From an optimization exercise on the open Yosys and OpenROAD flow, aimed at a short achievable clock period and few clock cycles per item; shortcuts taken in it are not production practice. Where RTL was checked, it was by simulation tests only, not by an equivalence proof against the original. Power is estimated from default activity; no workload was simulated.

## build 79
// spk_out
module spk_out (
    input  wire                     clk,
    input  wire                     rst_n,
    input  wire                     soma_fire,
    input  spk_out_pkg::neuron_id_t neuron_id,
    input  wire                     config_we,
    input  spk_out_pkg::flit_t      config_flit,
    output logic                    config_full,
    input  wire                     credit_in,
    output logic                    flit_out_wr,
    output spk_out_pkg::flit_t      flit_out,
    input  wire                     dst_we,
    input  spk_out_pkg::dst_addr_t  dst_waddr,
    input  spk_out_pkg::route_t     dst_wdata,
    input  wire                     dst_re,
    input  spk_out_pkg::dst_addr_t  dst_raddr,
    output spk_out_pkg::route_t     dst_rdata
);
Size: about 2400 cells after synthesis, about 200 I/O pins.
Settings: LEC_CHECK=0, ABC_CLOCK_PERIOD_IN_PS=1500, CAP_MARGIN=20, CORE_MARGIN=2, CORE_UTILIZATION=50, CTS_CLUSTER_SIZE=40, SETUP_SLACK_MARGIN=2.5, SLEW_MARGIN=20; clock period 4.0 ns.
run.sh (not shown) runs the stock make flow with config.mk's settings and CLKGATE_MAP_FILE= SYNTH_SCRIPT=/design/flow/synth_recipe.tcl, a recipe that flattens the netlist after the stock synthesis.
Build 79 has completed all stages; timing, DRC and antenna checks passed.
Changes in trial 74 relative to build 79:
--- a/flow/config.mk
+++ b/flow/config.mk
@@ -10,4 +10,3 @@
 export CORE_MARGIN = 2
-export CORE_UTILIZATION = 50
-export CTS_CLUSTER_SIZE = 40
+export CORE_UTILIZATION = 40
 export SETUP_SLACK_MARGIN = 2.5
==> comparison <==
Looking at classification of the worst setup path, the register to register result is from build 79; the input pin to register one comes from trial 74.
From build 79 to trial 74 the numbers moved as follows: final design instance area without fill now sits higher; relative contribution of combinational cells to total power lost 0.2 points; clock buffer count in the final layout fell by about 9%; final critical-path setup slack increased 110 ps.
In the final design statistics, trial 74 uses more standard cells in total than build 79.
Function was not checked in any run of this note: the RTL went through the layout flow alone.

---

Setup of job 7886:
Another version of the RTL of spk_out (not shown whole).
Size in the first run: about 1400 flip-flops, ~200 I/O pins.
export LEC_CHECK = 0
export ABC_CLOCK_PERIOD_IN_PS = 1500
export CAP_MARGIN = 20
export CORE_MARGIN = 2
export CORE_UTILIZATION = 40
export SETUP_SLACK_MARGIN = 2.5
export SLEW_MARGIN = 20
create_clock -name core_clock -period 4.0 [get_ports {clk}]
Job 7886 was carried through to the last stage, and its layout satisfied the timing, design-rule and antenna checks.
Testbench counts of job 7886, summed over its fixed seeds: cycles 4,191, flits 4,071.
Setup changes, job 7886 to job 6472
- clearing ABC_CLOCK_PERIOD_IN_PS, which used to be 1500
- clearing SETUP_SLACK_MARGIN, which used to be 2.5
Findings:
The final reports for job 6472 and job 7886 show fraction of area in multi-input gates lower in the former. Between job 6472 and job 7886, it is job 6472 whose post-layout minimum cycle time is higher, by 0.55 ns. Worst hold slack came out higher on job 6472 than on job 7886. Wire length on job 6472 is down relative to job 7886. Comparing job 7886 and job 6472, overall power consumption is higher on job 7886.
Input-level comparison between job 5626 and job 6472:
- putting SETUP_SLACK_MARGIN at 1.5 where nothing was set
## What came out
- Job 5626 vs. job 6472: worst slack at placement climbed 0.062 ns, routed wire length rose about 6.4%.
- Compared with job 6472, job 5626 shows a higher count of cell instances traversed by the critical path.
- Last element of the critical path: i_spike_ingress.i_data_fifo.mem[5][50] -> job 6472, i_spike_ingress.i_data_fifo.mem[4][25] -> job 5626
- Switching power delta for job 5626 relative to job 6472: about 6% higher

---

spk_out, a different RTL version from the one above (not shown whole).
For scale: about 1,000 flip-flops, roughly 200 I/O pins, ~38,000 µm² of cells after synthesis.
clock: 4.0 ns
lec_check: 0
abc_clock_period_in_ps: 1200
cap_margin: 20
core_margin: 2
core_utilization: 60
setup_slack_margin: 3.0
slew_margin: 20
The first run never finished: it broke off in 5_1_grt.
Next try:
ABC_CLOCK_PERIOD_IN_PS = 1500   (was 1200)
CORE_UTILIZATION = 40   (was 60)
SETUP_SLACK_MARGIN = 2.5   (was 3.0)
With this change the flow went through all stages and came out clean.
Synthesized cell count does not change.
Synthesized area is unchanged.
No functional check of the RTL was part of any run of this note.

---

the previous run:
Another version of the RTL of spk_out (not shown whole).
Size in the first run: ~1700 cells after synthesis, ~680 flip-flops, roughly 27000 sq um of cells after synthesis.
make LEC_CHECK=0 ABC_CLOCK_PERIOD_IN_PS=1000 CAP_MARGIN=20 CORE_MARGIN=2 CORE_UTILIZATION=40 SETUP_SLACK_MARGIN=3.0 SLEW_MARGIN=20 finish   # period 4.0 ns
Having completed the whole flow, the previous run delivered a layout that passed the timing, design-rule and antenna checks.
For the current run, these inputs were changed with respect to the previous run:
Settings: a change of ABC_CLOCK_PERIOD_IN_PS from 1000 to 1500; a change of SETUP_SLACK_MARGIN from 3.0 to 2.5.
## What came out
- | final period utilization | the current run vs the previous run | 1.9 points lower |
- Final critical-path required period: the current run vs the previous run down 0.077 ns
- Between the previous run and the current run, post-layout instance count excluding filler cells is higher for the previous run, the current run comes in under that.
- The previous run -> the current run: hold buffer count at cts delta 0, exact match
- Changes observed in the current run relative to the previous run: clock share of power went up; area growth from synthesis to layout went down; part of the total power dissipated in combinational logic went down.
- The estimated power of the current run ends up lower than the estimate for the previous run.
- The previous run → the current run: leakage power figure went down 2.1 nW; max-slew headroom at the worst pin went down 0.17 points.
No run of this note included a check of the RTL's function; only the layout flow was run.

---

Another version of the RTL of spk_out (not shown whole).
For scale: roughly 200 I/O pins, roughly 27000 sq um of cells after synthesis.
make LEC_CHECK=0 ABC_CLOCK_PERIOD_IN_PS=1500 CAP_MARGIN=20 CORE_MARGIN=2 CORE_UTILIZATION=40 SETUP_SLACK_MARGIN=2.5 SLEW_MARGIN=20 finish   # period 4.0 ns
Rerun with:
--- a/flow/config.mk
+++ b/flow/config.mk
@@ -11 +11,3 @@
-export CORE_UTILIZATION = 40
+export CORE_UTILIZATION = 65
+export CTS_CLUSTER_DIAMETER = 100
+export CTS_CLUSTER_SIZE = 30
Outcome:
- worst setup slack is better by 0.030 ns
- maximum frequency came out higher by 1.3%
- cell count came out lower by 14%
- critical path depth came out lower by 1
- flip-flop and latch count does not change
- register-to-register slack is better by 0.03 ns
- worst hold slack is worse by 0.014 ns
No run of this note included a check of the RTL's function; only the layout flow was run.

port drivers added, routing unchanged:
Ports are ideal in the flow. The routed layouts listed here were re-timed in OpenROAD.
Step 1: set_driving_cell puts a clkbuf_16 on clk and a buf_2 on each other input, an assumption about the parent block.
Step 2 times the ports against the registers' clock, not the clock port: input delays grow and output delays shrink by t, the midpoint of the rising clock arrivals with the driver on.
a / b / c = no drivers / after step 1 / after step 2; a / b = the first two.
run	shift t [ns]	setup WS [ns]	hold WS [ns]	clock arrival spread, ns	worst register clock-pin slew, ns
build 79	0.716	1.786 / 1.786 / 1.105	0.159 / 0.122 / 0.472	0.028 / 0.027	0.07 / 0.07
trial 74	0.728	1.895 / 1.911 / 1.211	0.210 / 0.167 / 0.471	0.023 / 0.023	0.07 / 0.07
job 7886	0.895	1.306 / 1.306 / 1.306	0.070 / 0.081 / 0.416	0.037 / 0.037	0.07 / 0.07
job 6472	0.849	0.752 / 0.752 / 0.752	0.090 / 0.112 / 0.415	0.039 / 0.038	0.06 / 0.06
job 5626	0.838	1.312 / 1.312 / 0.895	0.093 / 0.113 / 0.414	0.055 / 0.055	0.06 / 0.06
the second run of note 3	0.738	1.782 / 1.749 / 1.498	0.132 / 0.104 / 0.418	0.048 / 0.048	0.07 / 0.07
the previous run	0.684	1.931 / 1.931 / 1.314	0.197 / 0.165 / 0.429	0.025 / 0.025	0.07 / 0.07
the current run	0.676	2.008 / 1.974 / 1.385	0.204 / 0.170 / 0.432	0.028 / 0.027	0.07 / 0.07
the first run of note 5	0.673	1.730 / 1.730 / 1.347	0.187 / 0.157 / 0.391	0.029 / 0.029	0.06 / 0.06
the second run of note 5	0.659	1.760 / 1.760 / 1.294	0.173 / 0.139 / 0.427	0.032 / 0.033	0.12 / 0.12
After both steps every run listed still meets setup and hold. The setup slack of trial 74, which loses most, moves by +0.016 ns with the drivers and by -0.684 ns with both steps.
